This is an optimization exercise on Yosys and OpenROAD, whose aim is small area, a short achievable clock period and few clock cycles per item, not a production implementation. In this exercise RTL edits were held to simulation tests only and were not proved equivalent to the original. Power figures rest on the tool's default switching activity, not on a simulated workload.

File: flow/config.mk
export PLATFORM = sky130hd
export DESIGN_NAME = sliding_window_arq_control
export DESIGN_NICKNAME = sliding_window_arq_control
export VERILOG_FILES = /design/flow/design.v
export SDC_FILE = /design/flow/constraint.sdc
export NUM_CORES = 4
export LEC_CHECK = 0
export ABC_CLOCK_PERIOD_IN_PS = 3500
export CAP_MARGIN = 20
export CORE_MARGIN = 2
export CORE_UTILIZATION = 60
export CTS_BUF_LIST = sky130_fd_sc_hd__clkbuf_8
export SLEW_MARGIN = 20
export TNS_END_PERCENT = 5
File: flow/flow/run.sh
#!/bin/bash
# Standard layout, with timing repair aimed below the clock period: repair
# works until setup slack reaches the margin, so it keeps shortening paths
# the 10 ns constraint alone would leave as they are.
set -euo pipefail
export SETUP_SLACK_MARGIN=6.5
bash standard.sh > make.log 2>&1
File: flow/standard.sh
#!/bin/bash
# synth_recipe.tcl (not shown) runs the flow's synth.tcl, then flattens the netlist and writes it again
# the make line also repeats each setting of config.mk as NAME=value (left out here)
make -C /OpenROAD-flow-scripts/flow DESIGN_CONFIG=/design/flow/config.mk WORK_HOME=/design/flow/orfs CLKGATE_MAP_FILE= SYNTH_SCRIPT=/design/flow/synth_recipe.tcl "${@:-finish}"
File: flow/constraint.sdc
create_clock -name core_clock -period 10.0 [get_ports {clk}]
set_input_delay 2.0000 -clock core_clock [delete_from_list [all_inputs] [get_ports {clk}]]
set_output_delay 2.0000 -clock core_clock [all_outputs]
set_load 0.01 [all_outputs]
File: flow/design.v
package swac_pkg;
	localparam logic [9:0] HDR_END     = 10'd12;
	localparam logic [9:0] HDR_ACK     = 10'd8;
	localparam logic [9:0] PAYLOAD_MAX = 10'd500;
	localparam logic [1:0] KIND_DATA = 2'd0;
	localparam logic [1:0] KIND_END  = 2'd1;
	localparam logic [1:0] KIND_RECV = 2'd2;
	localparam logic [1:0] KIND_TICK = 2'd3;
	localparam logic [2:0] ACT_SEND   = 3'd0;
	localparam logic [2:0] ACT_END    = 3'd1;
	localparam logic [2:0] ACT_RESEND = 3'd2;
	localparam logic [2:0] ACT_ACK    = 3'd3;
	localparam logic [2:0] ACT_PIGGY  = 3'd4;
	localparam logic [2:0] ACT_DELIV  = 3'd5;
	localparam logic [2:0] ACT_FULL   = 3'd6;
	localparam logic [2:0] ACT_CLOSE  = 3'd7;
	localparam logic [1:0] REG_WINDOW  = 2'd0;
	localparam logic [1:0] REG_TICK    = 2'd1;
	localparam logic [1:0] REG_TIMEOUT = 2'd2;
endpackage
module swac_cell (
	input  logic        clk,
	input  logic        wr_en,
	input  logic        ack_en,
	input  logic [31:0] wr_seq,
	input  logic [31:0] wr_ack,
	input  logic [9:0]  wr_len,
	input  logic [31:0] cmp_x,
	input  logic        le_mode,
	output logic [31:0] seq,
	output logic [31:0] ack,
	output logic [9:0]  len,
	output logic        hit
);
	logic [31:0] g0, l0;
	logic [15:0] g1, l1;
	logic [7:0]  g2, l2;
	logic [3:0]  g3, l3;
	logic [1:0]  g4, l4;
	logic        gt, lt;
	assign g0 = cmp_x & ~seq;
	assign l0 = ~cmp_x & seq;
	for (genvar i = 0; i < 16; i++) begin : g_t1
		assign g1[i] = g0[2*i+1] | !l0[2*i+1] & g0[2*i];
		assign l1[i] = l0[2*i+1] | !g0[2*i+1] & l0[2*i];
	end
	for (genvar i = 0; i < 8; i++) begin : g_t2
		assign g2[i] = g1[2*i+1] | !l1[2*i+1] & g1[2*i];
		assign l2[i] = l1[2*i+1] | !g1[2*i+1] & l1[2*i];
	end
	for (genvar i = 0; i < 4; i++) begin : g_t3
		assign g3[i] = g2[2*i+1] | !l2[2*i+1] & g2[2*i];
		assign l3[i] = l2[2*i+1] | !g2[2*i+1] & l2[2*i];
	end
	for (genvar i = 0; i < 2; i++) begin : g_t4
		assign g4[i] = g3[2*i+1] | !l3[2*i+1] & g3[2*i];
		assign l4[i] = l3[2*i+1] | !g3[2*i+1] & l3[2*i];
	end
	assign gt = g4[1] | !l4[1] & g4[0];
	assign lt = l4[1] | !g4[1] & l4[0];
	always_ff @(posedge clk) begin
		if (wr_en) begin
			seq <= wr_seq;
			len <= wr_len;
		end
		if (ack_en) begin
			ack <= wr_ack;
		end
	end
	assign hit = le_mode ? !lt : gt;
endmodule
module sliding_window_arq_control (
	input  logic        clk,
	input  logic        arst_n,
	input  logic        s_tvalid,
	output logic        s_tready,
	input  logic [47:0] s_tdata,    
	input  logic [1:0]  s_tuser,    
	output logic        m_tvalid,
	input  logic        m_tready,
	output logic [79:0] m_tdata,    
	output logic [2:0]  m_tuser,    
	output logic        m_tlast,
	input  logic        cfg_valid,
	output logic        cfg_ready,
	input  logic [1:0]  cfg_index,
	input  logic [30:0] cfg_data
);
	logic [2:0]  size_m1_q;         
	logic [15:0] tick_q;
	logic [30:0] timeout_q;
	logic [2:0]  tail_q;
	logic [2:0]  ptr_q;             
	logic [7:0]  sel_q;             
	logic [7:0]  occ_q;             
	logic [31:0] send_seq_q, expect_q, mark_q;
	logic [30:0] countdown_q;
	logic        cd_zero_q;         
	logic        ended_q;
	logic        in_v_q, in2_v_q;
	logic        in_data_q, in_end_q, in_recv_q, in_tick_q;
	logic        in_ack_q, in_hdr_q, in_zero_q, in_word_q;
	logic [31:0] opd_q;
	logic [7:0]  in2_flags_q;
	logic [31:0] in2_opd_q;
	logic        sec_v_q, sec_close_q;
	logic [9:0]  sec_len_q;
	logic        walk_v_q;
	logic [7:0]  walk_q;
	logic        out_v_q;
	logic [80:0] out_q;             
	logic [31:0] c_seq [8];
	logic [31:0] c_ack [8];
	logic [9:0]  c_len [8];
	logic [7:0]  hit, wr_en, ack_en;
	function automatic [2:0] last_slot(input [3:0] w);
		if (w == 4'd0)   last_slot = 3'd0;
		else if (w[3])   last_slot = 3'd7;
		else             last_slot = w[2:0] - 3'd1;
	endfunction
	logic [2:0] tail_m1, tail_nx, ptr_nx, head;
	logic [7:0] size_mask, occ_rot;
	logic       empty, full;
	always_comb begin
		for (int i = 0; i < 8; i++) begin
			size_mask[i] = (3'(i) <= size_m1_q);
		end
	end
	assign tail_m1 = (tail_q == 3'd0) ? size_m1_q : tail_q - 3'd1;
	assign tail_nx = (tail_q == size_m1_q) ? 3'd0 : tail_q + 3'd1;
	assign ptr_nx  = (ptr_q == size_m1_q) ? 3'd0 : ptr_q + 3'd1;
	assign empty   = (occ_q == 8'd0);
	assign full    = (occ_q == size_mask);
	assign occ_rot = (8'(occ_q >> tail_q)) | (8'(occ_q << (4'd8 - 4'(tail_q))));
	always_comb begin
		head = tail_q;
		for (int j = 7; j >= 0; j--) begin
			if (occ_rot[j]) head = tail_q + 3'(j);
		end
	end
	logic makes_word, room, fire;
	assign room = !out_v_q || m_tready;
	assign fire = in_v_q && !walk_v_q && (!in_word_q || room && !sec_v_q);
	assign s_tready = !in2_v_q;
	assign makes_word = in_word_q && !(in_data_q && !full && in_zero_q);
	logic [31:0] rd_seq, rd_ack;
	logic [9:0]  rd_len;
	always_comb begin
		rd_seq = 32'd0;
		rd_ack = 32'd0;
		rd_len = 10'd0;
		for (int i = 0; i < 8; i++) begin
			rd_seq = rd_seq | {32{sel_q[i]}} & c_seq[i];
			rd_ack = rd_ack | {32{sel_q[i]}} & c_ack[i];
			rd_len = rd_len | {10{sel_q[i]}} & c_len[i];
		end
	end
	logic [7:0] span [8];
	logic [7:0] kept;
	always_comb begin
		for (int i = 0; i < 8; i++) begin
			for (int j = 0; j < 8; j++) begin
				if (3'(i) >= tail_q) span[i][j] = (3'(j) >= tail_q) && (j <= i);
				else                 span[i][j] = (3'(j) >= tail_q) || (j <= i);
			end
			kept[i] = occ_q[i] && ((occ_q & span[i] & ~hit) != 8'd0);
		end
	end
	logic [30:0] cd_diff;
	logic        cd_le_tick, cd_le_2tick, to_le_tick, cd_zero;
	assign cd_diff     = countdown_q - {15'd0, tick_q};
	assign cd_le_tick  = (countdown_q <= {15'd0, tick_q});
	assign cd_le_2tick = (countdown_q <= {14'd0, tick_q, 1'b0});
	assign to_le_tick  = (timeout_q <= {15'd0, tick_q});
	assign cd_zero     = cd_zero_q;
	logic [9:0] in_len, pay_len, deliv_len;
	assign in_len    = opd_q[9:0];
	assign pay_len   = ((in_len > swac_pkg::PAYLOAD_MAX) ? swac_pkg::PAYLOAD_MAX : in_len)
	                   + swac_pkg::HDR_END;
	assign deliv_len = (in_len >= swac_pkg::HDR_END) ? in_len - swac_pkg::HDR_END : 10'd0;
	logic [31:0] expect_p1;
	assign expect_p1 = expect_q + 32'd1;
	logic        push, walk_due, walk_end;
	logic [7:0]  walk_rest;
	logic [2:0]  w_act, w_slot;
	logic [31:0] w_seq, w_ack;
	logic [9:0]  w_len;
	logic        w_last;
	logic        do_push_slot, do_piggy, walk_start, walk_step;
	assign walk_due  = (walk_q & sel_q) != 8'd0;
	assign walk_rest = walk_q & ~sel_q;
	assign walk_end  = (walk_rest == 8'd0);
	assign walk_step = walk_v_q && !sec_v_q && (room || !walk_due);
	always_comb begin
		push   = 1'b0;
		w_act  = swac_pkg::ACT_FULL;
		w_slot = 3'd0;
		w_seq  = 32'd0;
		w_ack  = 32'd0;
		w_len  = 10'd0;
		w_last = 1'b1;
		do_push_slot = 1'b0;
		do_piggy     = 1'b0;
		if (sec_v_q) begin
			push  = room;
			w_act = sec_close_q ? swac_pkg::ACT_CLOSE : swac_pkg::ACT_DELIV;
			w_len = sec_len_q;
		end else if (walk_v_q) begin
			push   = room && walk_due;
			w_act  = swac_pkg::ACT_RESEND;
			w_slot = ptr_q;
			w_seq  = rd_seq;
			w_ack  = rd_ack;
			w_len  = rd_len;
			w_last = walk_end;
		end else if (fire && makes_word) begin
			push = 1'b1;
			if ((in_data_q || in_end_q) && full) begin
				w_act = swac_pkg::ACT_FULL;
			end else if (in_data_q) begin
				do_push_slot = 1'b1;
				w_act  = swac_pkg::ACT_SEND;
				w_slot = tail_q;
				w_seq  = send_seq_q;
				w_ack  = expect_q;
				w_len  = pay_len;
			end else if (in_end_q) begin
				w_act = swac_pkg::ACT_END;
				w_seq = send_seq_q;
				w_ack = expect_q;
				w_len = swac_pkg::HDR_END;
			end else if (in_hdr_q) begin
				w_act  = swac_pkg::ACT_DELIV;
				w_last = !(ended_q && empty);
			end else if (empty) begin
				w_act  = swac_pkg::ACT_ACK;
				w_ack  = expect_p1;
				w_len  = swac_pkg::HDR_ACK;
				w_last = 1'b0;
			end else begin
				do_piggy = 1'b1;
				w_act  = swac_pkg::ACT_PIGGY;
				w_slot = ptr_q;
				w_seq  = rd_seq;
				w_ack  = expect_p1;
				w_len  = rd_len;
				w_last = 1'b0;
			end
		end
	end
	assign walk_start = in_v_q && !walk_v_q && in_tick_q && cd_zero && !empty;
	for (genvar g = 0; g < 8; g++) begin : g_cell
		assign wr_en[g]  = do_push_slot && (tail_q == 3'(g));
		assign ack_en[g] = wr_en[g] || do_piggy && sel_q[g];
		swac_cell u_cell (
			.clk     (clk),
			.wr_en   (wr_en[g]),
			.ack_en  (ack_en[g]),
			.wr_seq  (send_seq_q),
			.wr_ack  (do_piggy ? expect_p1 : expect_q),
			.wr_len  (pay_len),
			.cmp_x   (opd_q),
			.le_mode (in_tick_q),
			.seq     (c_seq[g]),
			.ack     (c_ack[g]),
			.len     (c_len[g]),
			.hit     (hit[g])
		);
	end
	logic take;
	assign take = s_tvalid && s_tready;
	always_ff @(posedge clk or negedge arst_n) begin
		if (!arst_n) begin
			size_m1_q   <= 3'd7;
			tick_q      <= 16'd10;
			timeout_q   <= 31'd200;
			tail_q      <= 3'd0;
			ptr_q       <= 3'd7;
			sel_q       <= 8'h80;
			occ_q       <= 8'd0;
			send_seq_q  <= 32'd1;
			expect_q    <= 32'd1;
			mark_q      <= 32'd0;
			countdown_q <= 31'd200;
			cd_zero_q   <= 1'b0;
			ended_q     <= 1'b0;
			in_v_q      <= 1'b0;
			in2_v_q     <= 1'b0;
			sec_v_q     <= 1'b0;
			walk_v_q    <= 1'b0;
		end else begin
			if (fire || !in_v_q) begin
				in_v_q  <= in2_v_q || take;
				in2_v_q <= 1'b0;
			end else if (take) begin
				in2_v_q <= 1'b1;
			end
			if (sec_v_q && room) begin
				sec_v_q <= 1'b0;
			end
			if (walk_step) begin
				if (walk_end) begin
					walk_v_q <= 1'b0;
					ptr_q    <= tail_m1;
					sel_q    <= 8'd1 << tail_m1;
				end else begin
					ptr_q    <= ptr_nx;
					sel_q    <= 8'd1 << ptr_nx;
				end
			end
			cd_zero_q <= cd_le_tick;
			if (fire) begin
				if (in_data_q) begin
					if (!full) begin
						ended_q <= 1'b0;
						if (!in_zero_q) begin
							tail_q     <= tail_nx;
							ptr_q      <= tail_q;
							sel_q      <= 8'd1 << tail_q;
							occ_q      <= occ_q | (8'd1 << tail_q);
							send_seq_q <= send_seq_q + 32'd1;
						end
					end
				end
				if (in_end_q) begin
					if (!full) begin
						ended_q    <= 1'b1;
						send_seq_q <= send_seq_q + 32'd1;
					end
				end
				if (in_recv_q) begin
					if (in_ack_q) begin
						occ_q <= kept;
					end else if (!in_hdr_q) begin
						expect_q <= expect_p1;
					end
					if (!in_ack_q && (!in_hdr_q || ended_q && empty)) begin
						sec_v_q <= 1'b1;
					end
				end
				if (in_tick_q) begin
					if (cd_zero && !empty) begin
						mark_q      <= rd_seq;
						countdown_q <= timeout_q;
						cd_zero_q   <= to_le_tick;
						if ((occ_q & hit) != 8'd0) begin
							walk_v_q <= 1'b1;
							ptr_q    <= head;
							sel_q    <= 8'd1 << head;
						end
					end else begin
						countdown_q <= cd_zero ? 31'd0 : cd_diff;
						cd_zero_q   <= cd_zero || cd_le_2tick;
					end
				end
			end
			if (cfg_valid) begin
				case (cfg_index)
					swac_pkg::REG_WINDOW: begin
						size_m1_q <= last_slot(cfg_data[3:0]);
						tail_q    <= 3'd0;
						ptr_q     <= last_slot(cfg_data[3:0]);
						sel_q     <= 8'd1 << last_slot(cfg_data[3:0]);
						occ_q     <= 8'd0;
					end
					swac_pkg::REG_TICK:    tick_q    <= cfg_data[15:0];
					swac_pkg::REG_TIMEOUT: timeout_q <= cfg_data;
					default: ;
				endcase
			end
		end
	end
	logic [9:0] s_len;
	logic       s_ack;
	assign s_len = s_tdata[9:0];
	assign s_ack = (s_tuser == swac_pkg::KIND_RECV) && (s_len == swac_pkg::HDR_ACK);
	logic [7:0]  s_flags, nx_flags;
	logic [31:0] s_opd, nx_opd;
	assign s_flags = {
		(s_tuser != swac_pkg::KIND_TICK) && !s_ack,
		(s_len == 10'd0),
		(s_len == swac_pkg::HDR_END),
		(s_len == swac_pkg::HDR_ACK),
		(s_tuser == swac_pkg::KIND_TICK),
		(s_tuser == swac_pkg::KIND_RECV),
		(s_tuser == swac_pkg::KIND_END),
		(s_tuser == swac_pkg::KIND_DATA)
	};
	assign s_opd    = s_ack ? s_tdata[41:10] : {22'd0, s_len};
	assign nx_flags = in2_v_q ? in2_flags_q : s_flags;
	assign nx_opd   = in2_v_q ? in2_opd_q : s_opd;
	always_ff @(posedge clk) begin
		if (fire || !in_v_q) begin
			{in_word_q, in_zero_q, in_hdr_q, in_ack_q,
			 in_tick_q, in_recv_q, in_end_q, in_data_q} <= nx_flags;
			if (nx_flags[3]) begin
				opd_q <= walk_start ? rd_seq : mark_q;
			end else begin
				opd_q <= nx_opd;
			end
		end else if (take) begin
			in2_flags_q <= s_flags;
			in2_opd_q   <= s_opd;
		end
		if (fire && in_recv_q && !in_ack_q) begin
			sec_close_q <= in_hdr_q;
			sec_len_q   <= in_hdr_q ? 10'd0 : deliv_len;
		end
		if (walk_start) begin
			walk_q <= occ_q & hit;
		end else if (walk_step) begin
			walk_q <= walk_rest;
		end
	end
	always_ff @(posedge clk or negedge arst_n) begin
		if (!arst_n) begin
			out_v_q <= 1'b0;
		end else if (room) begin
			out_v_q <= push;
		end
	end
	always_ff @(posedge clk) begin
		if (push) begin
			out_q <= {w_last, w_slot, w_len, w_ack, w_seq, w_act};
		end
	end
	assign m_tvalid  = out_v_q;
	assign m_tuser   = out_q[2:0];
	assign m_tdata   = {3'd0, out_q[79:3]};
	assign m_tlast   = out_q[80];
	assign cfg_ready = 1'b1;
endmodule
==> impl_metrics.csv, run 1 <==
group,metric,value,unit
status,status,"finished clean",
timing,finalSetupTns,0,ns
finish,layout_common_cells,"edfxtp_1, a22oi_1, nand2_1, o21ai_0, nor2_1",
timing,finalCritPeriodShare,0.387,
yosys,synthCells,4292,
route,vias,39300,
global_route,grt_overflow,0,
cts,cts-htree-levels,4,
timing,setup_viol,0,
cts,root_buffer,"clkbuf_8",
worst_hold_path,hold_class,"reg2reg",
cts,clock_latency,0.87,ns
cts,hold_buffers,0,
yosys,ys_types,102,
timing,rsz0062_at_grt,"true",
cts,cts_tree,"yes",
yosys,yosys_warnings,7,
yosys,avgSynthCellArea,11.5,um2
power,switchingPower,0.00717,W
global_route,grt_pass1_wl,234000,um
setup_path,crit_arrival,4.62,ns
timing,holdWs,0.479,ns
finish,drive_above_1_share,0.183,
cts,tritoncts.num_buffers,162,
timing,tightest_slew,1.11,ns
placement,place_congestion,0.916,
setup_path,path_max_fanout,6,
route,drt_wl_total,160000,um
floorplan,chipWidth,291,um
yosys,synthFlopType,"edfxtp_1",
finish,nets,4768,
yosys,ys_ff_latch,978,
flow_run,max_cap_viol_count,0,
cts,cts.sinks,978,
timing,post-route-min-period,3.87,ns
route,drt_iter0_markers,4502,
power,p_leak,21.5,nW
power,swShare,0.415,
floorplan,start_util,0.603,
floorplan,num_io_pins,175,
power,p_clk_frac,0.208,
route,dr.pass1.iters,6,
floorplan,row_count,105,
yosys,syn_area,49300,um2
worst_hold_path,hold_path_startpoint,"tick_q[3]$_DFFE_PN1P_",
route,via_per_inst,6.75,
setup_path,startpoint,"opd_q[16]$_DFFE_PN_",
timing,hold_viol,0,
timing,relSlewSlack,0.259,
finish,fillers,5823,
finish,multi_input_area,20900,um2
timing,max_freq,0.259,GHz
power,seq_power_share,0.364,
timing,finClkSkew,0.0662,ns
timing,slew_violations,0,
global_route,antenna_found_initial,4,
floorplan,die_y,291,um
finish,final_common_cell,"edfxtp_1",
route,wl_per_cell,27.5,um
power,worst_ir_drop_vdd,0.217,mV
placement,dp.final_hpwl,93500,um
placement,io_buffers,164,
floorplan,coreArea,81700,um2
power,power.internal,0.0101,W
cts,clkTransAtPathRegs,0.06,ns
global_route,grt_pass1_vias,37000,
setup_path,critical_path_class,"reg2reg",
power,power_frac_comb,0.429,
yosys,synth-edff-count,772,
global_route,grt_max_degree,70,
floorplan,die_area,84500,um2
route,drc,0,
finish,seq_area,28400,um2
finish,syn_to_final_growth,18.8,%
yosys,yosysSeqAreaShare,0.575,
global_route,grt_use_total,0.371,
power,powerDensity,295,nW/um2
setup_path,end_kind,"flop",
route,ant_nets,0,
setup_path,critical_path_required,10.75,ns
cts,clockBufferDepth,3,
setup_path,critPathLaunchType,"flop",
setup_path,reg2reg_from,"opd_q[16]$_DFFE_PN_",
yosys,async_flop_share,0.211,
==> registers in the layout (all words and copies together) (netlist names), 10 cells and up <==
register,flops
g_cell.u_cell.len,80
in2_opd_q,32
sec_len_q,10
out_q,81
g_cell.u_cell.ack,256
expect_q,32
tick_q,16
timeout_q,31
countdown_q,31
g_cell.u_cell.seq,256
mark_q,32
send_seq_q,32
opd_q,32
==> layout make-up <==
cell class              count  area share
clock buffers             183      0.0430
well taps                1070      0.0229
flip-flops and latches    978       0.485
repair buffers            393      0.0675
inverters                 160      0.0113
clock inverters           123      0.0134
diodes                      4    0.000171
multi-input cells        2911       0.356
repair inverters            3    0.000406
==> metal layers <==
| metal | track usage | share of wire | up-vias |
|---|---|---|---|
| met5 | 0 | 0.00025 | - |
| met1 | 0.522 | 0.40 | 19300 |
| met2 | 0.566 | 0.45 | 2415 |
| li1 | - | - | 17200 |
| met3 | 0.0654 | 0.11 | 470 |
| met4 | 0.170 | 0.048 | 6 |
==> worst max-delay path, cell delays in order, from the launching register on <==
cell and delay [ns]:
edfxtp_1 0.52, nand3b_1 0.21, a22oi_2 0.12, maj3_2 0.34, maj3_2 0.35, a221o_1 0.39, a41oi_4 0.27, a21oi_2 0.12
o211a_1 0.28, or3_4 0.39, o21ai_4 0.25, buf_4 0.16, mux2i_1 0.22, o31a_1 0.15
==> worst paths after layout <==
kind	end	slack [ns]	cells past startpoint
setup / recovery	sel_q[7]$_DFF_PN1_	6.13	13
min in group asynchronous	mark_q[25]$_DFFE_PN0P_	1.09	1
hold reg to reg	tick_q[3]$_DFFE_PN1P_	0.48	2
setup reg to reg	sel_q[7]$_DFF_PN1_	6.13	13
max in group asynchronous	sel_q[1]$_DFF_PN0_	6.95	3
hold / removal	tick_q[3]$_DFFE_PN1P_	0.48	2
==> power by group through the flow <==
| stage | combinational (W) | clock, W | sequential, W |
|---|---|---|---|
| 2_1_floorplan | 0.00404 | 0 | 0.00592 |
| 3_3_place_gp | 0.00575 | 0 | 0.00651 |
| 3_5_place_dp | 0.00582 | 0 | 0.00652 |
| 4_1_cts | 0.00674 | 0.00362 | 0.00625 |
| 5_1_grt | 0.00783 | 0.00380 | 0.00633 |
| 6_report | 0.00741 | 0.00359 | 0.00628 |
==> synthesized netlist by cell type, types with 17 or more instances <==
library cell / number / area (um2)
o31ai_1: 30 / 225
buf_1: 44 / 165
a31oi_1: 39 / 244
o21ai_0: 277 / 1390
or3_1: 20 / 125
clkbuf_1: 196 / 736
nor2b_1: 91 / 569
and2_1: 20 / 125
a211oi_1: 20 / 150
mux2_2: 103 / 1160
nor2_1: 223 / 837
nand3b_1: 19 / 143
and3_1: 50 / 313
nor4_1: 20 / 125
a22o_1: 42 / 368
xnor2_1: 95 / 832
a21o_1: 61 / 458
nand4_1: 100 / 626
nand2b_1: 104 / 651
dfstp_2: 17 / 447
a22oi_1: 371 / 2790
a21oi_1: 211 / 1060
xor2_1: 25 / 219
dfrtp_1: 189 / 4730
nor3_1: 62 / 310
nand2_1: 296 / 1110
o211ai_1: 18 / 135
nand3_1: 66 / 330
edfxtp_1: 772 / 23200
mux2i_1: 52 / 521
o22ai_1: 33 / 206
o21a_1: 28 / 210
ha_1: 70 / 876
inv_1: 150 / 563
maj3_1: 101 / 1010
==> logic make-up (layout without fill, tap and decap cells) <==
| logic type | count (synthesis) | after routing | share of synthesized area |
|---|---|---|---|
| fa+ha+maj | 180 | 180 | 0.0405 |
| buf+inv | 416 | 862 | 0.0323 |
| xor+xnor | 120 | 120 | 0.0213 |
| mux | 161 | 161 | 0.0366 |
| flops | 978 | 978 | 0.575 |
| simple gates | 1125 | 1127 | 0.115 |
| compound gates | 1310 | 1319 | 0.179 |
| other cells | 2 | 8 | 0.000152 |
==> through the flow <==
stage               power, W  utilization  std cells  area [um2]  setup slack (ns)
global placement      0.0123        0.635       5317       51900              3.10
global route          0.0180        0.717       5822       58600              6.08
floorplan            0.00996            -       4294       49400              5.42
detailed placement    0.0123        0.635       5317       51900              3.02
finish                0.0173        0.717       5825       58600              6.13
CTS                   0.0166        0.703       5765       57500              6.23
==> what timing repair did <==
item	in CTS	in global routing
gates resized for setup	255	156
endpoints found under the setup margin	1388	1088
cloned	19	2
pin swaps	25	53
setup buffers	123	54
Testbench counts, summed over its fixed seeds: cycles 5,350, items 4,800.
==> run 2: changes to the inputs <==
--- a/flow/flow/run.sh
+++ b/flow/flow/run.sh
@@ -4,4 +4,4 @@
 # the 10 ns constraint alone would leave as they are.
 set -euo pipefail
-export SETUP_SLACK_MARGIN=6.5
+export SETUP_SLACK_MARGIN=7
 bash standard.sh > make.log 2>&1
==> run 2 against run 1 <==
Largest power group unchanged. Global-route usage grew 0.46 points. Clock skew is essentially flat. Still clean. Largest cell class unchanged. Clock power is essentially flat.
==> impl_metrics.csv, run 2 <==
group,metric,value,unit
cts,cts-htree-levels,4,
worst_hold_path,hold_depth,2,
finish,fillers,5582,
floorplan,die_y,291,um
status,status,"finished clean",
route,vias,40200,
power,power.internal,0.0104,W
finish,syn_to_final_growth,22.1,%
timing,relSlewSlack,0.301,
power,p_clk_frac,0.201,
setup_path,crit_arrival,4.61,ns
finish,reg_top3,"g_cell.u_cell.ack (256), g_cell.u_cell.seq (256), out_q (81)",
timing,slew_violations,0,
timing,post-route-min-period,3.86,ns
yosys,yosys.area.top_type,"edfxtp_1",
yosys,synthFlopType,"edfxtp_1",
global_route,grt_pass1_wl,237000,um
timing,hold_viol,0,
floorplan,start_util,0.603,
global_route,grt_max_degree,70,
cts,clock_latency,0.88,ns
floorplan,num_io_pins,175,
route,dr.pass1.iters,9,
finish,layout_common_cells,"edfxtp_1, a22oi_1, nand2_1, o21ai_0, buf_4",
placement,dp.final_hpwl,93500,um
yosys,yosys_warnings,7,
finish,nets,4862,
power,swShare,0.417,
route,wl_per_cell,28.2,um
global_route,grt_overflow,0,
floorplan,coreArea,81700,um2
global_route,antenna_found_initial,5,
power,p_leak,22.3,nW
setup_path,critical_path_class,"reg2reg",
power,power_frac_comb,0.448,
yosys,async_flop_share,0.211,
yosys,synth-edff-count,772,
floorplan,chipWidth,291,um
route,via_per_inst,6.80,
setup_path,critical_path_required,10.75,ns
finish,design_area,60200,um2
timing,rsz0062_at_grt,"true",
yosys,synthCells,4292,
worst_hold_path,hold_class,"reg2reg",
finish,seq_area,28400,um2
power,worst_ir_drop_vdd,0.217,mV
yosys,yosys-top-cells-count,"edfxtp_1, a22oi_1, nand2_1, o21ai_0, nor2_1",
route,drc,0,
placement,placedInstanceArea,51900,um2
yosys,yosysMostFrequentCell,"edfxtp_1",
cts,root_buffer,"clkbuf_8",
route,ant_nets,0,
yosys,ys_types,102,
timing,finClkSkew,0.0661,ns
timing,max_freq,0.259,GHz
placement,io_buffers,164,
timing,finalSetupTns,0,ns
global_route,grt_pass1_vias,37400,
yosys,avgSynthCellArea,11.5,um2
yosys,synth_top_area_frac,0.470,
cts,tritoncts.num_buffers,162,
cts,clkTransAtPathRegs,0.06,ns
timing,finalCritPeriodShare,0.386,
yosys,synth_area_leaders,"edfxtp_1, dfrtp_1, a22oi_1",
placement,place_congestion,0.916,
route,drt_iter0_markers,5042,
finish,final_common_cell,"edfxtp_1",
cts,cts.sinks,978,
global_route,grt_use_total,0.375,
setup_path,end_kind,"flop",
cts,cts_tree,"yes",
timing,setup_viol,0,
power,seq_power_share,0.350,
setup_path,worst_r2r_path_depth,12,
yosys,yosysSeqAreaShare,0.575,
finish,multi_input_area,21400,um2
yosys,ys_ff_latch,978,
timing,tightest_slew,1.04,ns
yosys,syn_area,49300,um2
setup_path,critPathLaunchType,"flop",
floorplan,die_area,84500,um2
floorplan,row_count,105,
power,switchingPower,0.00747,W
flow_run,max_cap_viol_count,0,
setup_path,path_max_fanout,6,
route,drt_wl_total,167000,um
finish,drive_above_1_share,0.214,
cts,clockBufferDepth,3,
power,powerDensity,297,nW/um2
## run 2: through the flow
| step | hold WS, ns | setup WS [ns] | std cells | util | total power [W] |
|---|---|---|---|---|---|
| after floorplan | 0.461 | 5.42 | 4294 | - | 0.00996 |
| after global placement | 0.470 | 3.10 | 5317 | 0.635 | 0.0123 |
| after detailed placement | 0.476 | 3.02 | 5317 | 0.635 | 0.0123 |
| after CTS | 0.484 | 6.23 | 5783 | 0.707 | 0.0167 |
| after global routing | 0.510 | 6.10 | 5916 | 0.737 | 0.0185 |
| final | 0.480 | 6.14 | 5916 | 0.737 | 0.0179 |
## run 2: cell families after synthesis
group           count (synthesis)  share of synthesized area
compound gates               1310                      0.179
mux                           161                     0.0366
xor+xnor                      120                     0.0213
buf+inv                       416                     0.0323
fa+ha+maj                     180                     0.0405
other cells                     2                   0.000152
simple gates                 1125                      0.115
flops                         978                      0.575
## run 2: cell type report
type | instances | area share
sequential | 978 | 0.472
multi-input combinational | 2912 | 0.356
timing repair buffer | 485 | 0.0836
clock buffer | 183 | 0.0418
tap | 1070 | 0.0222
clock inverter | 123 | 0.0131
inverter | 160 | 0.0112
timing repair inverter | 4 | 0.000520
antenna | 1 | 0.0000416
## run 2: path summary, 6_finish.rpt
check | startpoint | endpoint | slack, ns
worst min-delay path | tick_q[3]$_DFFE_PN1P_ | tick_q[3]$_DFFE_PN1P_ | 0.48
min in group asynchronous | arst_n | mark_q[25]$_DFFE_PN0P_ | 1.07
worst max register to register | opd_q[16]$_DFFE_PN_ | sel_q[1]$_DFF_PN0_ | 6.14
worst max-delay path | opd_q[16]$_DFFE_PN_ | sel_q[1]$_DFF_PN0_ | 6.14
max in group asynchronous | arst_n | sel_q[1]$_DFF_PN0_ | 6.98
worst min register to register | tick_q[3]$_DFFE_PN1P_ | tick_q[3]$_DFFE_PN1P_ | 0.48
## run 2: worst max-delay path, cell delays in order (launching register included)
cell      delay, ns
edfxtp_1       0.52
nand3b_1       0.19
a22oi_2        0.11
maj3_2         0.33
maj3_2         0.36
a221o_1        0.39
a41oi_4        0.27
a21oi_2        0.12
o211a_1        0.29
or3_4          0.39
o21ai_4        0.26
mux2_4         0.35
a21oi_4        0.17
## run 2: power by group through the flow
| stage | Combinational, W | Sequential, W | Clock [W] |
|---|---|---|---|
| 3_3_place_gp | 0.00575 | 0.00651 | 0 |
| 4_1_cts | 0.00684 | 0.00624 | 0.00362 |
| 2_1_floorplan | 0.00404 | 0.00592 | 0 |
| 5_1_grt | 0.00841 | 0.00631 | 0.00380 |
| 6_report | 0.00802 | 0.00626 | 0.00360 |
| 3_5_place_dp | 0.00582 | 0.00652 | 0 |
## run 2: what timing repair did
item,in CTS,in global routing
pin swaps,25,119
setup buffers,136,123
gates resized for setup,272,333
hold buffers,0,0
gates cloned,24,9
endpoints found under the setup margin,1570,1453
## run 2: routing by layer
layer  global-route usage  share of wire  wire (um)
met1                0.525           0.38      64100
met5                    0        0.00014         24
met2                0.569           0.44      74100
met3               0.0758           0.12      19800
met4                0.174          0.052       8590
==> run 3: changes to the inputs <==
--- a/flow/design.v
+++ b/flow/design.v
@@ -92,5 +92,4 @@
 	logic [2:0]  tail_q;
 	logic [2:0]  ptr_q;             
-	logic [7:0]  sel_q;             
 	logic [7:0]  occ_q;             
 	logic [31:0] send_seq_q, expect_q, mark_q;
@@ -146,14 +145,7 @@
 	logic [31:0] rd_seq, rd_ack;
 	logic [9:0]  rd_len;
-	always_comb begin
-		rd_seq = 32'd0;
-		rd_ack = 32'd0;
-		rd_len = 10'd0;
-		for (int i = 0; i < 8; i++) begin
-			rd_seq = rd_seq | {32{sel_q[i]}} & c_seq[i];
-			rd_ack = rd_ack | {32{sel_q[i]}} & c_ack[i];
-			rd_len = rd_len | {10{sel_q[i]}} & c_len[i];
-		end
-	end
+	assign rd_seq = c_seq[ptr_q];
+	assign rd_ack = c_ack[ptr_q];
+	assign rd_len = c_len[ptr_q];
 	logic [7:0] span [8];
 	logic [7:0] kept;
@@ -188,6 +180,6 @@
 	logic        w_last;
 	logic        do_push_slot, do_piggy, walk_start, walk_step;
-	assign walk_due  = (walk_q & sel_q) != 8'd0;
-	assign walk_rest = walk_q & ~sel_q;
+	assign walk_due  = walk_q[ptr_q];
+	assign walk_rest = walk_q & ~(8'd1 << ptr_q);
 	assign walk_end  = (walk_rest == 8'd0);
 	assign walk_step = walk_v_q && !sec_v_q && (room || !walk_due);
@@ -252,5 +244,5 @@
 	for (genvar g = 0; g < 8; g++) begin : g_cell
 		assign wr_en[g]  = do_push_slot && (tail_q == 3'(g));
-		assign ack_en[g] = wr_en[g] || do_piggy && sel_q[g];
+		assign ack_en[g] = wr_en[g] || do_piggy && (ptr_q == 3'(g));
 		swac_cell u_cell (
 			.clk     (clk),
@@ -277,5 +269,4 @@
 			tail_q      <= 3'd0;
 			ptr_q       <= 3'd7;
-			sel_q       <= 8'h80;
 			occ_q       <= 8'd0;
 			send_seq_q  <= 32'd1;
@@ -303,8 +294,6 @@
 					walk_v_q <= 1'b0;
 					ptr_q    <= tail_m1;
-					sel_q    <= 8'd1 << tail_m1;
 				end else begin
 					ptr_q    <= ptr_nx;
-					sel_q    <= 8'd1 << ptr_nx;
 				end
 			end
@@ -317,5 +306,4 @@
 							tail_q     <= tail_nx;
 							ptr_q      <= tail_q;
-							sel_q      <= 8'd1 << tail_q;
 							occ_q      <= occ_q | (8'd1 << tail_q);
 							send_seq_q <= send_seq_q + 32'd1;
@@ -347,5 +335,4 @@
 							walk_v_q <= 1'b1;
 							ptr_q    <= head;
-							sel_q    <= 8'd1 << head;
 						end
 					end else begin
@@ -361,5 +348,4 @@
 						tail_q    <= 3'd0;
 						ptr_q     <= last_slot(cfg_data[3:0]);
-						sel_q     <= 8'd1 << last_slot(cfg_data[3:0]);
 						occ_q     <= 8'd0;
 					end
==> flow/flow/run.sh (replaced) <==
#!/bin/bash
# Standard layout with two changes to how it is made:
# - timing repair aims below the clock period (repair works until setup
#   slack reaches the margin, so it keeps shortening paths the 10 ns
#   constraint alone would leave as they are);
# - the port buffers are plain buf_4 cells, not the delay cells the default
#   port buffering picks.
set -euo pipefail
export SETUP_SLACK_MARGIN=6.5
export BUFFER_PORTS_ARGS="-buffer_cell sky130_fd_sc_hd__buf_4"
bash standard.sh > make.log 2>&1
==> run 3 against run 2 <==
Clock skew decreased by 0.024 ns. Still clean on timing, DRC and antenna. Die area is 0.18% lower. Via count decreased by 3.8%. Highest routed layer unchanged. Final area decreased by 5.3%. Sequential cell count fell by 8.
==> impl_metrics.csv, run 3 <==
group,metric,value,unit
status,status,"finished clean",
placement,place_congestion,0.975,
setup_path,critical_path_required,10.68,ns
power,worst_ir_drop_vdd,0.260,mV
global_route,antenna_found_initial,3,
finish,layout_common_cells,"edfxtp_1, nand2_1, buf_4, o21ai_0, a21oi_1",
route,vias,38700,
setup_path,worst-path-buf-inv,1,
yosys,synthFlopType,"edfxtp_1",
global_route,grt_overflow,0,
floorplan,start_util,0.603,
cts,clkTransAtPathRegs,0.06,ns
global_route,grt_pass1_vias,37400,
route,via_per_inst,6.65,
timing,post-route-min-period,3.82,ns
route,wl_per_cell,27.5,um
floorplan,chipWidth,290,um
setup_path,path_max_fanout,8,
timing,hold_viol,0,
cts,cts_tree,"yes",
cts,tritoncts.num_buffers,157,
placement,place_inst,5365,
route,ant_nets,0,
finish,reg_top3,"g_cell.u_cell.ack (256), g_cell.u_cell.seq (256), out_q (81)",
setup_path,end_kind,"flop",
timing,tightest_slew,1.17,ns
timing,finalSetupTns,0,ns
timing,slew_violations,0,
finish,final_common_cell,"edfxtp_1",
route,drt_wl_total,160000,um
worst_hold_path,hold_class,"reg2reg",
yosys,ys_types,99,
cts,hold_buffers,0,
setup_path,critical_path_class,"reg2reg",
timing,finClkSkew,0.0417,ns
timing,rsz0062_at_grt,"true",
setup_path,cp_slowest_cell,"edfxtp_1",
placement,io_buffers,164,
finish,seq_area,28200,um2
cts,root_buffer,"clkbuf_8",
yosys,ys_ff_latch,970,
yosys,yosys_warnings,7,
placement,dp.final_hpwl,96900,um
setup_path,cp_cell_sequence,"buf_6 -> nor2_8 -> a21o_1 -> o2111ai_4 -> a221o_1 -> a311o_1 -> o211ai_1 -> a2bb2oi_2 -> nand2_2 -> o2bb2ai_4 -> nor4b_4 -> nor2_1 -> o31ai_2",
yosys,yosys.area.top_type,"edfxtp_1",
yosys,async_flop_share,0.204,
floorplan,die_area,84300,um2
floorplan,num_io_pins,175,
cts,cts-htree-levels,4,
yosys,synth_top_area_frac,0.471,
finish,instances_no_fill,5815,
cts,clockBufferDepth,3,
floorplan,row_count,105,
setup_path,crit_arrival,4.49,ns
finish,multi_input_area,20400,um2
yosys,syn_area,49200,um2
setup_path,crit_family,"compound AO/OA/AOI/OAI gates",
flow_run,max_cap_viol_count,0,
timing,setup_viol,0,
route,drt_iter0_markers,4234,
finish,fillers,6014,
finish,syn_to_final_growth,15.8,%
power,powerDensity,302,nW/um2
cts,cts.sinks,970,
finish,drive_above_1_share,0.211,
floorplan,coreArea,81600,um2
timing,max_freq,0.262,GHz
yosys,synth-edff-count,772,
floorplan,die_y,290,um
finish,nets,4775,
route,dr.pass1.iters,6,
yosys,synth_area_leaders,"edfxtp_1, dfrtp_1, mux2_2",
setup_path,critPathLaunchType,"flop",
cts,clock_latency,0.83,ns
timing,finalCritPeriodShare,0.382,
timing,relSlewSlack,0.218,
yosys,yosys-top-cells-count,"edfxtp_1, nand2_1, o21ai_0, a21oi_1, nor2_1",
yosys,yosysMostFrequentCell,"edfxtp_1",
power,p_leak,21.0,nW
yosys,synthCells,4339,
yosys,avgSynthCellArea,11.3,um2
global_route,grt_max_degree,87,
yosys,yosysSeqAreaShare,0.572,
setup_path,cpPeakStageDelay,0.47,ns
global_route,grt_pass1_wl,233000,um
route,drc,0,
global_route,grt_use_total,0.370,
-- run 3: cell types whose count changed after synthesis, sizes merged, moves of 34 or more --
cell	before	now
a22oi	371	115
o22ai	33	67
o21ai	290	347
nand2	296	444
maj3	109	71
nand4	100	39
a222oi	1	75
a221oi	8	48
mux2	104	148
-- run 3: kinds of logic after synthesis --
logic type | synth area share
compound gates | 0.178
simple gates | 0.111
flops | 0.572
buf+inv | 0.0357
mux | 0.0471
fa+ha+maj | 0.0341
xor+xnor | 0.0214
other cells | 0.000153
-- run 3: metrics by stage --
step	instance area (um2)	power [W]	setup WS, ns	hold WS (ns)	util
6_report	57000	0.0172	6.18	0.482	0.698
4_1_cts	55600	0.0166	6.20	0.477	0.682
5_1_grt	57000	0.0180	6.16	0.511	0.698
3_3_place_gp	51300	0.0129	3.88	0.459	0.629
2_1_floorplan	49300	0.0104	4.67	0.446	-
3_5_place_dp	51300	0.0129	3.86	0.463	0.629
-- run 3: final cells by class --
class,instances,share of cell area
clock inverter,121,0.0108
inverter,162,0.0115
tap,1070,0.0235
antenna,3,0.000132
timing repair inverter,1,0.0000878
timing repair buffer,382,0.0601
multi-input combinational,2937,0.359
clock buffer,169,0.0408
sequential,970,0.494
-- run 3: path summary, 6_finish.rpt --
kind	to	from	slack (ns)	cells past startpoint
hold / removal	mark_q[25]$_DFFE_PN0P_	mark_q[25]$_DFFE_PN0P_	0.48	2
min in group asynchronous	timeout_q[12]$_DFFE_PN0P_	arst_n	1.16	1
setup reg to reg	ptr_q[2]$_DFF_PN1_	opd_q[16]$_DFFE_PN_	6.18	13
setup / recovery	ptr_q[2]$_DFF_PN1_	opd_q[16]$_DFFE_PN_	6.18	13
hold reg to reg	mark_q[25]$_DFFE_PN0P_	mark_q[25]$_DFFE_PN0P_	0.48	2
max in group asynchronous	mark_q[16]$_DFFE_PN0P_	arst_n	7.37	2
-- run 3: report_power, final --
group / leakage, nW / switching, W / internal (W) / total, W
registers: 9.43 / 0.000567 / 0.00545 / 0.00601
clock network: 1.73 / 0.00164 / 0.00161 / 0.00325
logic: 9.83 / 0.00517 / 0.00278 / 0.00795
-- run 3: tightest hold or removal path: cells and delay by family (launching register included) --
| kind | cells | cell delay, ns |
|---|---|---|
| AO/OA/AOI/OAI | 1 | 0.06 |
| flip-flops | 1 | 0.34 |
| AND/OR/NAND/NOR | 1 | 0.05 |
-- run 3: layer usage --
layer / global-route usage / wire (um)
met4: 0.258 / 12100
met1: 0.465 / 59300
met5: 0 / 13
met3: 0.0688 / 14800
met2: 0.585 / 73600
-- run 3: repair_timing --
item,CTS,global route
cloned,8,6
endpoints found under the hold margin,0,0
setup buffers,74,69
resized for setup,117,177
endpoints found under the setup margin,1144,916
pin swaps,16,53
Testbench counts of run 3, summed over its fixed seeds: cycles 5,350, items 4,800.
==> run 4: changes to the inputs <==
--- a/flow/design.v
+++ b/flow/design.v
@@ -101,9 +101,10 @@
 	logic        in_ack_q, in_hdr_q, in_zero_q, in_word_q;
 	logic [31:0] opd_q;
+	logic [9:0]  in_len_q, in2_len_q;
 	logic [7:0]  in2_flags_q;
 	logic [31:0] in2_opd_q;
 	logic        sec_v_q, sec_close_q;
 	logic [9:0]  sec_len_q;
-	logic        walk_v_q;
+	logic        walk_v_q, walk_pend_q;
 	logic [7:0]  walk_q;
 	logic        out_v_q;
@@ -140,5 +141,7 @@
 	logic makes_word, room, fire;
 	assign room = !out_v_q || m_tready;
-	assign fire = in_v_q && !walk_v_q && (!in_word_q || room && !sec_v_q);
+	logic blocked;
+	assign blocked = walk_v_q || walk_pend_q && (walk_q != 8'd0);
+	assign fire = in_v_q && !blocked && (!in_word_q || room && !sec_v_q);
 	assign s_tready = !in2_v_q;
 	assign makes_word = in_word_q && !(in_data_q && !full && in_zero_q);
@@ -167,5 +170,5 @@
 	assign cd_zero     = cd_zero_q;
 	logic [9:0] in_len, pay_len, deliv_len;
-	assign in_len    = opd_q[9:0];
+	assign in_len    = in_len_q;
 	assign pay_len   = ((in_len > swac_pkg::PAYLOAD_MAX) ? swac_pkg::PAYLOAD_MAX : in_len)
 	                   + swac_pkg::HDR_END;
@@ -241,5 +244,5 @@
 		end
 	end
-	assign walk_start = in_v_q && !walk_v_q && in_tick_q && cd_zero && !empty;
+	assign walk_start = in_v_q && !blocked && in_tick_q && cd_zero && !empty;
 	for (genvar g = 0; g < 8; g++) begin : g_cell
 		assign wr_en[g]  = do_push_slot && (tail_q == 3'(g));
@@ -280,4 +283,5 @@
 			sec_v_q     <= 1'b0;
 			walk_v_q    <= 1'b0;
+			walk_pend_q <= 1'b0;
 		end else begin
 			if (fire || !in_v_q) begin
@@ -299,4 +303,11 @@
 			end
 			cd_zero_q <= cd_le_tick;
+			if (walk_pend_q) begin
+				walk_pend_q <= 1'b0;
+				if (walk_q != 8'd0) begin
+					walk_v_q <= 1'b1;
+					ptr_q    <= head;
+				end
+			end
 			if (fire) begin
 				if (in_data_q) begin
@@ -332,8 +343,5 @@
 						countdown_q <= timeout_q;
 						cd_zero_q   <= to_le_tick;
-						if ((occ_q & hit) != 8'd0) begin
-							walk_v_q <= 1'b1;
-							ptr_q    <= head;
-						end
+						walk_pend_q <= 1'b1;
 					end else begin
 						countdown_q <= cd_zero ? 31'd0 : cd_diff;
@@ -373,5 +381,5 @@
 		(s_tuser == swac_pkg::KIND_DATA)
 	};
-	assign s_opd    = s_ack ? s_tdata[41:10] : {22'd0, s_len};
+	assign s_opd    = s_tdata[41:10];
 	assign nx_flags = in2_v_q ? in2_flags_q : s_flags;
 	assign nx_opd   = in2_v_q ? in2_opd_q : s_opd;
@@ -380,4 +388,5 @@
 			{in_word_q, in_zero_q, in_hdr_q, in_ack_q,
 			 in_tick_q, in_recv_q, in_end_q, in_data_q} <= nx_flags;
+			in_len_q <= in2_v_q ? in2_len_q : s_len;
 			if (nx_flags[3]) begin
 				opd_q <= walk_start ? rd_seq : mark_q;
@@ -388,4 +397,5 @@
 			in2_flags_q <= s_flags;
 			in2_opd_q   <= s_opd;
+			in2_len_q   <= s_len;
 		end
 		if (fire && in_recv_q && !in_ack_q) begin
==> run 4 against run 3 <==
Critical path type is now in2reg. Critical endpoint is now out_q[31]$_SDFFCE_PP0P_. Count of clock-buffer cells in the layout grew 14. First-iteration DRC count is 25% higher. Routed wire length fell by 1.8%.
==> impl_metrics.csv, run 4 <==
group,metric,value,unit
status,status,"finished clean",
finish,seq_area,28800,um2
yosys,syn_area,49800,um2
setup_path,crit_family,"buffers and inverters",
floorplan,start_util,0.607,
power,worst_ir_drop_vdd,0.214,mV
timing,relSlewSlack,0.322,
timing,finalSetupTns,0,ns
setup_path,cpMostUsedCell,"buf_4",
setup_path,path_max_fanout,23,
setup_path,cp_slowest_cell,"buf_4",
route,ant_nets,0,
cts,hold_buffers,0,
timing,max_freq,0.269,GHz
route,dr.pass1.iters,10,
timing,post-route-min-period,3.72,ns
route,wl_per_cell,26.8,um
global_route,grt_pass1_vias,37200,
setup_path,critical_path_class,"in2reg",
yosys,synth-edff-count,792,
cts,root_buffer,"clkbuf_8",
global_route,grt_max_degree,101,
finish,fillers,6044,
yosys,avgSynthCellArea,11.3,um2
cts,tritoncts.num_buffers,164,
cts,clockBufferDepth,3,
yosys,yosys.area.top_type,"edfxtp_1",
yosys,synthFlopType,"edfxtp_1",
setup_path,critical_path_required,10.57,ns
yosys,synth_top_area_frac,0.477,
global_route,grt_use_total,0.358,
yosys,ys_ff_latch,991,
power,p_leak,21.7,nW
placement,place_congestion,0.949,
timing,hold_viol,0,
setup_path,end_kind,"flop",
placement,io_buffers,164,
yosys,yosys-top-cells-count,"edfxtp_1, nand2_1, o21ai_0, nor2_1, a21oi_1",
timing,finClkSkew,0.0471,ns
cts,clock_latency,0.87,ns
worst_hold_path,hold_class,"reg2reg",
cts,cts_tree,"yes",
cts,cts.sinks,991,
yosys,yosysMostFrequentCell,"edfxtp_1",
timing,rsz0062_at_grt,"true",
route,drt_iter0_markers,5304,
timing,slew_violations,0,
setup_path,cpPeakStageDelay,0.26,ns
placement,dp.final_hpwl,93500,um
timing,tightest_slew,1.02,ns
finish,multi_input_area,20200,um2
cts,cts-htree-levels,4,
setup_path,worst-path-buf-inv,5,
finish,reg_top3,"g_cell.u_cell.ack (256), g_cell.u_cell.seq (256), out_q (81)",
route,drc,0,
route,drt_wl_total,157000,um
flow_run,max_cap_viol_count,0,
floorplan,die_y,292,um
floorplan,num_io_pins,175,
yosys,yosysSeqAreaShare,0.578,
yosys,synthCells,4399,
finish,final_common_cell,"edfxtp_1",
power,powerDensity,296,nW/um2
finish,syn_to_final_growth,15.2,%
yosys,ys_types,95,
cts,clkTransAtPathRegs,0.06,ns
global_route,antenna_found_initial,3,
floorplan,coreArea,82100,um2
floorplan,die_area,85300,um2
floorplan,chipWidth,292,um
global_route,grt_overflow,0,
setup_path,cp_cell_sequence,"buf_4 -> nor2b_4 -> o21ai_1 -> and2_4 -> o211ai_1 -> buf_4 -> a21o_2 -> buf_12 -> nor2_4 -> buf_4 -> clkbuf_16 -> a22o_1",
finish,drive_above_1_share,0.191,
finish,layout_common_cells,"edfxtp_1, nand2_1, buf_4, o21ai_0",
finish,nets,4821,
setup_path,crit_arrival,4.29,ns
route,vias,39100,
yosys,yosys_warnings,7,
floorplan,row_count,105,
route,via_per_inst,6.67,
setup_path,critPathLaunchType,"input pin",
timing,setup_viol,0,
global_route,grt_pass1_wl,229000,um
finish,finish.utilization,0.699,
yosys,synth_area_leaders,"edfxtp_1, dfrtp_1, nand2_1",
timing,finalCritPeriodShare,0.372,
yosys,async_flop_share,0.201,
run 4: routing by layer:
layer | wire (um) | vias up | track usage
li1 | - | 17300 | -
met1 | 62200 | 19100 | 0.496
met2 | 69800 | 2358 | 0.545
met3 | 18800 | 396 | 0.0884
met4 | 6260 | 2 | 0.146
met5 | 13 | - | 0
run 4: power breakdown:
group	internal, W	switching, W
sequential	0.00540	0.000583
clock	0.00177	0.00167
combinational	0.00267	0.00487
total	0.00984	0.00712
run 4: per-stage QoR:
stage	setup slack [ns]	instance area, um2	instances	hold WS (ns)	power, W
2_1_floorplan	5.05	49900	4401	0.446	0.0101
3_3_place_gp	4.17	52000	5428	0.458	0.0124
3_5_place_dp	4.21	52000	5428	0.463	0.0125
4_1_cts	6.33	56200	5798	0.478	0.0164
5_1_grt	6.27	57400	5865	0.497	0.0177
6_report	6.28	57400	5866	0.476	0.0170
run 4: layout make-up:
class / count / share of cell area
antenna: 2 / 0.0000872
clock buffer: 183 / 0.0439
clock inverter: 120 / 0.0112
inverter: 180 / 0.0124
multi-input combinational: 2966 / 0.353
sequential: 991 / 0.502
tap: 1070 / 0.0233
timing repair buffer: 354 / 0.0548
run 4: tightest hold or removal path, cell delays in order, from the launching register on:
cell     delay (ns)
dfrtp_1        0.34
nand2_1        0.05
nand2_1        0.06
run 4: worst paths after layout:
path	startpoint	cells after the start	slack [ns]	endpoint
worst max-delay path	m_tready	12	6.28	out_q[31]$_SDFFCE_PP0P_
worst min-delay path	mark_q[2]$_DFFE_PN0P_	2	0.48	mark_q[2]$_DFFE_PN0P_
worst max register to register	ptr_q[2]$_DFF_PN1_	7	6.34	out_q[76]$_DFFE_PP_
worst min register to register	mark_q[2]$_DFFE_PN0P_	2	0.48	mark_q[2]$_DFFE_PN0P_
max in group asynchronous	arst_n	2	7.65	expect_q[19]$_DFFE_PN0P_
min in group asynchronous	arst_n	1	1.12	mark_q[18]$_DFFE_PN0P_
run 4: repair_timing:
item / in CTS / in global routing
pin swaps: 11 / 17
resized for setup: 101 / 127
endpoints found under the setup margin: 1216 / 1039
gates cloned: 3 / 7
buffers inserted: 64 / 59
run 4: kinds of logic (layout without fill, tap and decap cells):
group / count (synthesis) / after routing / share of synthesized area
AOI/OAI and AO/OA: 1322 / 1324 / 0.181
DFF: 991 / 991 / 0.578
other: 2 / 6 / 0.000151
muxes: 178 / 178 / 0.0400
and+or+nand+nor: 1210 / 1211 / 0.115
buffers and inverters: 447 / 837 / 0.0352
xor gates and xnor gates: 120 / 120 / 0.0211
adders and majority gates: 129 / 129 / 0.0300
Testbench counts of run 4, summed over its fixed seeds: cycles 5,355, items 4,800.
==> run 5: changes to the inputs <==
--- a/flow/design.v
+++ b/flow/design.v
@@ -195,6 +195,4 @@
 		w_len  = 10'd0;
 		w_last = 1'b1;
-		do_push_slot = 1'b0;
-		do_piggy     = 1'b0;
 		if (sec_v_q) begin
 			push  = room;
@@ -209,10 +207,9 @@
 			w_len  = rd_len;
 			w_last = walk_end;
-		end else if (fire && makes_word) begin
-			push = 1'b1;
+		end else begin
+			push = fire && makes_word;
 			if ((in_data_q || in_end_q) && full) begin
 				w_act = swac_pkg::ACT_FULL;
 			end else if (in_data_q) begin
-				do_push_slot = 1'b1;
 				w_act  = swac_pkg::ACT_SEND;
 				w_slot = tail_q;
@@ -234,5 +231,4 @@
 				w_last = 1'b0;
 			end else begin
-				do_piggy = 1'b1;
 				w_act  = swac_pkg::ACT_PIGGY;
 				w_slot = ptr_q;
@@ -244,5 +240,9 @@
 		end
 	end
-	assign walk_start = in_v_q && !blocked && in_tick_q && cd_zero && !empty;
+	logic fire_nw;
+	assign fire_nw      = in_v_q && !blocked;
+	assign walk_start   = fire_nw && in_tick_q && cd_zero && !empty;
+	assign do_push_slot = fire && in_data_q && !full && !in_zero_q;
+	assign do_piggy     = fire && in_recv_q && !in_ack_q && !in_hdr_q && !empty;
 	for (genvar g = 0; g < 8; g++) begin : g_cell
 		assign wr_en[g]  = do_push_slot && (tail_q == 3'(g));
@@ -328,14 +328,17 @@
 					end
 				end
-				if (in_recv_q) begin
-					if (in_ack_q) begin
-						occ_q <= kept;
-					end else if (!in_hdr_q) begin
+				if (in_recv_q && !in_ack_q) begin
+					if (!in_hdr_q) begin
 						expect_q <= expect_p1;
 					end
-					if (!in_ack_q && (!in_hdr_q || ended_q && empty)) begin
+					if (!in_hdr_q || ended_q && empty) begin
 						sec_v_q <= 1'b1;
 					end
 				end
+			end
+			if (fire_nw) begin
+				if (in_recv_q && in_ack_q) begin
+					occ_q <= kept;
+				end
 				if (in_tick_q) begin
 					if (cd_zero && !empty) begin
==> run 5 against run 4 <==
Setup slack gained 0.15 ns. Combinational power fell by 0.7%. First-iteration DRC count decreased by 9.5%. Sequential cell count did not move. Still clean on timing, DRC and antenna. Critical endpoint is now s_tready. Final cell count decreased by 1.1%. Area after synthesis grew 0.84%. Largest power group unchanged. Hold slack got worse by 0.0086 ns.
==> impl_metrics.csv, run 5 <==
group,metric,value,unit
status,status,"finished clean",
power,powerDensity,293,nW/um2
finish,reg_top3,"g_cell.u_cell.ack (256), g_cell.u_cell.seq (256), out_q (81)",
yosys,yosysSeqAreaShare,0.573,
timing,rsz0062_at_grt,"true",
yosys,syn_area,50200,um2
floorplan,chipWidth,293,um
cts,clock_latency,0.88,ns
setup_path,reg2reg_from,"opd_q[5]$_DFFE_PN_",
worst_hold_path,hold_class,"reg2reg",
timing,hold_viol,0,
finish,multi_input_area,20700,um2
finish,final_common_cell,"edfxtp_1",
yosys,synth-edff-count,792,
setup_path,critPathLaunchType,"flop",
floorplan,die_area,86000,um2
yosys,async_flop_share,0.201,
power,worst_ir_drop_vdd,0.331,mV
yosys,avgSynthCellArea,11.6,um2
global_route,grt_pass1_wl,223000,um
finish,finish.utilization,0.693,
timing,post-route-min-period,3.56,ns
route,vias,38300,
route,ant_nets,0,
global_route,antenna_found_initial,6,
timing,relSlewSlack,0.316,
route,wl_per_cell,26.8,um
yosys,yosys_warnings,7,
global_route,grt_use_total,0.349,
yosys,yosys-top-cells-count,"edfxtp_1, nand2_1, nor2_1, mux2_2, o21ai_0",
finish,design_area,57800,um2
setup_path,end_kind,"output pin",
yosys,ys_ff_latch,991,
route,drc,0,
cts,cts.sinks,991,
power,p_leak,21.7,nW
yosys,synthCells,4312,
yosys,yosysMostFrequentCell,"edfxtp_1",
placement,dp.final_hpwl,91600,um
finish,layout_common_cells,"edfxtp_1, nand2_1, buf_4, nor2_1, mux2_2",
finish,instances_no_fill,5799,
cts,clkTransAtPathRegs,0.06,ns
yosys,synthFlopType,"edfxtp_1",
placement,place_congestion,0.942,
placement,placedInstanceArea,52400,um2
timing,setup_viol,0,
yosys,ys_types,103,
cts,tritoncts.num_buffers,162,
floorplan,die_y,293,um
cts,clockBufferDepth,3,
setup_path,critical_path_required,8.00,ns
yosys,synth_top_area_frac,0.473,
placement,io_buffers,164,
floorplan,row_count,106,
setup_path,startpoint,"in2_v_q$_DFFE_PN0P_",
finish,nets,4751,
route,dr.pass1.iters,8,
route,drt_wl_total,155000,um
cts,cts-htree-levels,4,
route,via_per_inst,6.61,
placement,place_inst,5343,
timing,slew_violations,0,
worst_hold_path,hold_path_startpoint,"mark_q[8]$_DFFE_PN0P_",
floorplan,coreArea,83300,um2
finish,syn_to_final_growth,15.0,%
timing,max_freq,0.281,GHz
timing,tightest_slew,1.02,ns
finish,seq_area,28800,um2
floorplan,start_util,0.603,
cts,root_buffer,"clkbuf_8",
flow_run,max_cap_viol_count,0,
route,drt_iter0_markers,4800,
setup_path,path_max_fanout,8,
floorplan,num_io_pins,175,
yosys,synth_area_leaders,"edfxtp_1, dfrtp_1, mux2_2",
setup_path,crit_arrival,1.56,ns
timing,finClkSkew,0.0436,ns
finish,drive_above_1_share,0.225,
timing,finalCritPeriodShare,0.356,
finish,fillers,6181,
global_route,grt_overflow,0,
global_route,grt_max_degree,88,
setup_path,critical_path_class,"reg2out",
yosys,yosys.area.top_type,"edfxtp_1",
cts,cts_tree,"yes",
global_route,grt_pass1_vias,36200,
power,p_total,0.0169,W
timing,finalSetupTns,0,ns
[run 5: changes by cell type in the layout (fill, tap and decap cells not counted), moves of 17 or more]
| cell | previous run | this run |
|---|---|---|
| a211oi_1 | 58 | 16 |
| o21ai_0 | 275 | 211 |
| nor2b_1 | 95 | 69 |
| buf_4 | 306 | 324 |
| nand2b_1 | 66 | 86 |
| inv_1 | 228 | 199 |
| o22ai_1 | 79 | 61 |
| mux2_2 | 137 | 223 |
| a21o_1 | 59 | 38 |
| a21oi_1 | 228 | 170 |
| a31oi_1 | 57 | 34 |
| xnor2_1 | 51 | 68 |
| nand2_1 | 463 | 433 |
| maj3_1 | 50 | 86 |
[run 5: metal layers]
metal	track usage	vias up	part of all wire
met5	0	-	0.00030
met4	0.139	8	0.036
met3	0.0857	385	0.11
met2	0.529	2114	0.45
met1	0.485	18800	0.40
li1	-	17000	-
[run 5: logic make-up (layout without fill, tap and decap cells)]
family          count (synthesis)  after routing  share of synthesized area
compound gates               1117           1120                      0.155
xor+xnor                      118            118                     0.0206
fa+ha+maj                     183            183                     0.0409
buf+inv                       435            826                     0.0350
flops                         991            991                      0.573
mux                           257            257                     0.0583
other cells                     2              7                   0.000150
simple gates                 1209           1217                      0.117
[run 5: final timing paths]
path                                           end  slack, ns  depth (start not counted)
max                                       s_tready       6.44                          2
min                          mark_q[8]$_DFFE_PN0P_       0.47                          2
max reg2reg                     occ_q[2]$_DFF_PN0_       6.49                         11
max in group asynchronous  expect_q[3]$_DFFE_PN0P_       7.44                          2
min reg2reg                  mark_q[8]$_DFFE_PN0P_       0.47                          2
min in group asynchronous    mark_q[9]$_DFFE_PN0P_       1.17                          1
[run 5: through the flow]
stage / hold slack [ns] / worst slack, ns
floorplan: 0.436 / 5.63
global placement: 0.450 / 4.53
detailed placement: 0.455 / 4.48
CTS: 0.470 / 6.01
global route: 0.487 / 6.38
finish: 0.468 / 6.44
[run 5: cell type report]
| cell class | instances | area share |
|---|---|---|
| antenna | 3 | 0.000130 |
| clock buffer | 186 | 0.0443 |
| clock inverter | 109 | 0.00957 |
| inverter | 166 | 0.0117 |
| multi-input combinational | 2899 | 0.358 |
| sequential | 991 | 0.499 |
| tap | 1080 | 0.0234 |
| timing repair buffer | 365 | 0.0544 |
[run 5: where the power goes]
group | switching (W) | internal [W] | total (W)
clock | 0.00168 | 0.00174 | 0.00342
sequential | 0.000556 | 0.00547 | 0.00603
combinational | 0.00472 | 0.00277 | 0.00749
total | 0.00696 | 0.00998 | 0.0169
[run 5: critical path, cell delays in order (launching register included)]
cell and delay [ns]:
dfrtp_2 0.43, inv_6 0.12, buf_4 0.13
[run 5: timing repair]
action | CTS | global route
resized for setup | 27 | 195
gates cloned | 10 | 7
hold buffers | 0 | 0
setup endpoints to repair | 1164 | 1051
setup buffers | 10 | 131
pin swaps | 7 | 31
hold endpoints to repair | 0 | 0
Testbench counts of run 5, summed over its fixed seeds: cycles 5,355, items 4,800.
==> run 6: changes to the inputs <==
--- a/flow/config.mk
+++ b/flow/config.mk
@@ -9,5 +9,5 @@
 export CAP_MARGIN = 20
 export CORE_MARGIN = 2
-export CORE_UTILIZATION = 60
+export CORE_UTILIZATION = 70
 export CTS_BUF_LIST = sky130_fd_sc_hd__clkbuf_8
 export SLEW_MARGIN = 20
==> run 6 against run 5 <==
Hold slack improved by 0.0026 ns. Non-clock buffer count down 16. Final area fell by 0.44%. Register-to-register slack got worse by 0.21 ns. Maximum frequency shrank 4.2%. Final cell count is 2.6% lower. Combinational power fell by 0.8%. Sequential power about the same.
==> impl_metrics.csv, run 6 <==
group,metric,value,unit
power,p_leak,21.7,nW
yosys,syn_area,50200,um2
placement,place_congestion,0.956,
timing,finalSetupTns,0,ns
yosys,synthCells,4312,
timing,post-route-min-period,3.72,ns
cts,clock_latency,0.86,ns
worst_hold_path,hold_depth,2,
setup_path,worst-path-buf-inv,3,
yosys,avgSynthCellArea,11.6,um2
setup_path,end_kind,"flop",
yosys,yosys_warnings,7,
floorplan,die_y,272,um
finish,nets,4729,
yosys,yosysSeqAreaShare,0.573,
setup_path,path_max_fanout,45,
setup_path,crit_arrival,4.18,ns
route,dr.pass1.iters,10,
yosys,yosys.area.top_type,"edfxtp_1",
global_route,grt_overflow,0,
finish,seq_area,28800,um2
setup_path,reg2reg_from,"size_m1_q[2]$_DFFE_PN1P_",
global_route,antenna_found_initial,4,
setup_path,r2r_setup_slack,6.28,ns
setup_path,worst_r2r_path_depth,10,
cts,clockBufferDepth,3,
cts,clkTransAtPathRegs,0.06,ns
placement,dp.final_hpwl,89400,um
yosys,yosys-top-cells-count,"edfxtp_1, nand2_1, nor2_1, mux2_2, o21ai_0",
timing,setup_viol,0,
cts,cts_tree,"yes",
setup_path,critPathLaunchType,"flop",
route,vias,39300,
route,via_per_inst,6.96,
finish,drive_above_1_share,0.221,
setup_path,critical_path_class,"reg2reg",
worst_hold_path,hold_path_startpoint,"mark_q[30]$_DFFE_PN0P_",
route,drc,0,
yosys,async_flop_share,0.201,
setup_path,critical_path_required,10.46,ns
floorplan,row_count,98,
yosys,synth_area_leaders,"edfxtp_1, dfrtp_1, mux2_2",
finish,fillers,4280,
route,drt_iter0_markers,6383,
cts,root_buffer,"clkbuf_8",
global_route,grt_pass1_wl,221000,um
placement,io_buffers,164,
floorplan,chipWidth,272,um
finish,instances_no_fill,5646,
timing,rsz0062_at_grt,"true",
placement,place_inst,5208,
yosys,ys_ff_latch,991,
timing,relSlewSlack,0.259,
timing,hold_viol,0,
cts,cts.sinks,991,
worst_hold_path,hold_class,"reg2reg",
route,ant_nets,0,
timing,finClkSkew,0.0443,ns
status,status,"finished clean",
timing,finalCritPeriodShare,0.372,
finish,layout_common_cells,"edfxtp_1, nand2_1, buf_4, nor2_1, mux2_2",
global_route,grt_max_degree,97,
setup_path,cpPeakStageDelay,0.62,ns
yosys,synth-edff-count,792,
timing,max_freq,0.269,GHz
finish,reg_top3,"g_cell.u_cell.ack (256), g_cell.u_cell.seq (256), out_q (81)",
flow_run,max_cap_viol_count,0,
power,powerDensity,298,nW/um2
finish,final_common_cell,"edfxtp_1",
cts,tritoncts.num_buffers,158,
global_route,grt_use_total,0.399,
-- run 6: cell counts after synthesis --
No cell type changed its count.
-- run 6: tightest hold or removal path: stages (launching register included) --
cell and delay, ns:
dfrtp_1 0.32, nand2_1 0.04, nand2_1 0.07
-- run 6: worst max-delay path by stage --
| stage | startpoint | to | slack (ns) | cells after the start |
|---|---|---|---|---|
| global placement | m_tready | g_cell[7].u_cell.ack[22]$_DFFE_PP_ | 4.63 | 8 |
| floorplan | m_tready | in2_flags_q[0]$_DFFE_PP_ | 5.63 | 5 |
| detailed placement | m_tready | g_cell[7].u_cell.ack[22]$_DFFE_PP_ | 4.66 | 8 |
| finish | size_m1_q[2]$_DFFE_PN1P_ | out_q[15]$_SDFFCE_PP0P_ | 6.28 | 10 |
| global route | tick_q[1]$_DFFE_PN1P_ | countdown_q[21]$_DFFE_PN0P_ | 6.22 | 13 |
| CTS | m_tready | occ_q[1]$_DFF_PN0_ | 6.37 | 12 |
-- run 6: stage by stage --
| step | util | total power, W | hold slack (ns) | area [um2] | worst slack [ns] |
|---|---|---|---|---|---|
| 2_1_floorplan | - | 0.0103 | 0.436 | 50400 | 5.63 |
| 3_3_place_gp | 0.732 | 0.0123 | 0.449 | 52200 | 4.63 |
| 3_5_place_dp | 0.733 | 0.0125 | 0.453 | 52200 | 4.66 |
| 4_1_cts | 0.789 | 0.0164 | 0.468 | 56200 | 6.37 |
| 5_1_grt | 0.807 | 0.0177 | 0.499 | 57500 | 6.22 |
| 6_report | 0.807 | 0.0171 | 0.470 | 57500 | 6.28 |
-- run 6: area by class of cell --
type / instances / share of cell area
sequential: 991 / 0.501
multi-input combinational: 2897 / 0.358
timing repair buffer: 349 / 0.0503
clock buffer: 181 / 0.0433
tap: 950 / 0.0207
clock inverter: 110 / 0.0150
inverter: 166 / 0.0114
antenna: 2 / 0.0000870
-- run 6: power by group --
group          leakage (nW)  switching (W)  internal, W
combinational          9.83        0.00472      0.00271
clock                  1.89        0.00170      0.00197
sequential             9.94       0.000553      0.00547
total                  21.7        0.00698       0.0101
-- run 6: routing by layer --
metal / global-route usage / part of all wire / vias up
met5: 0 / 0.00014 / -
met4: 0.186 / 0.048 / 4
met3: 0.109 / 0.14 / 532
met2: 0.597 / 0.44 / 2932
met1: 0.550 / 0.37 / 18800
li1: - / - / 17000
-- run 6: timing repair --
item / CTS / global route
gates cloned: 9 / 3
setup buffers: 42 / 90
endpoints found under the setup margin: 1118 / 1062
pin swaps: 6 / 19
resized for setup: 66 / 113
-- run 6: kinds of logic after synthesis --
logic type | after synthesis | synth area share
multiplexers | 257 | 0.0583
flip-flops | 991 | 0.573
AO/OA/AOI/OAI | 1117 | 0.155
adder cells (fa/ha/maj) | 183 | 0.0409
AND/OR/NAND/NOR | 1209 | 0.117
buffers and inverters | 435 | 0.0350
other | 2 | 0.000150
XOR/XNOR | 118 | 0.0206
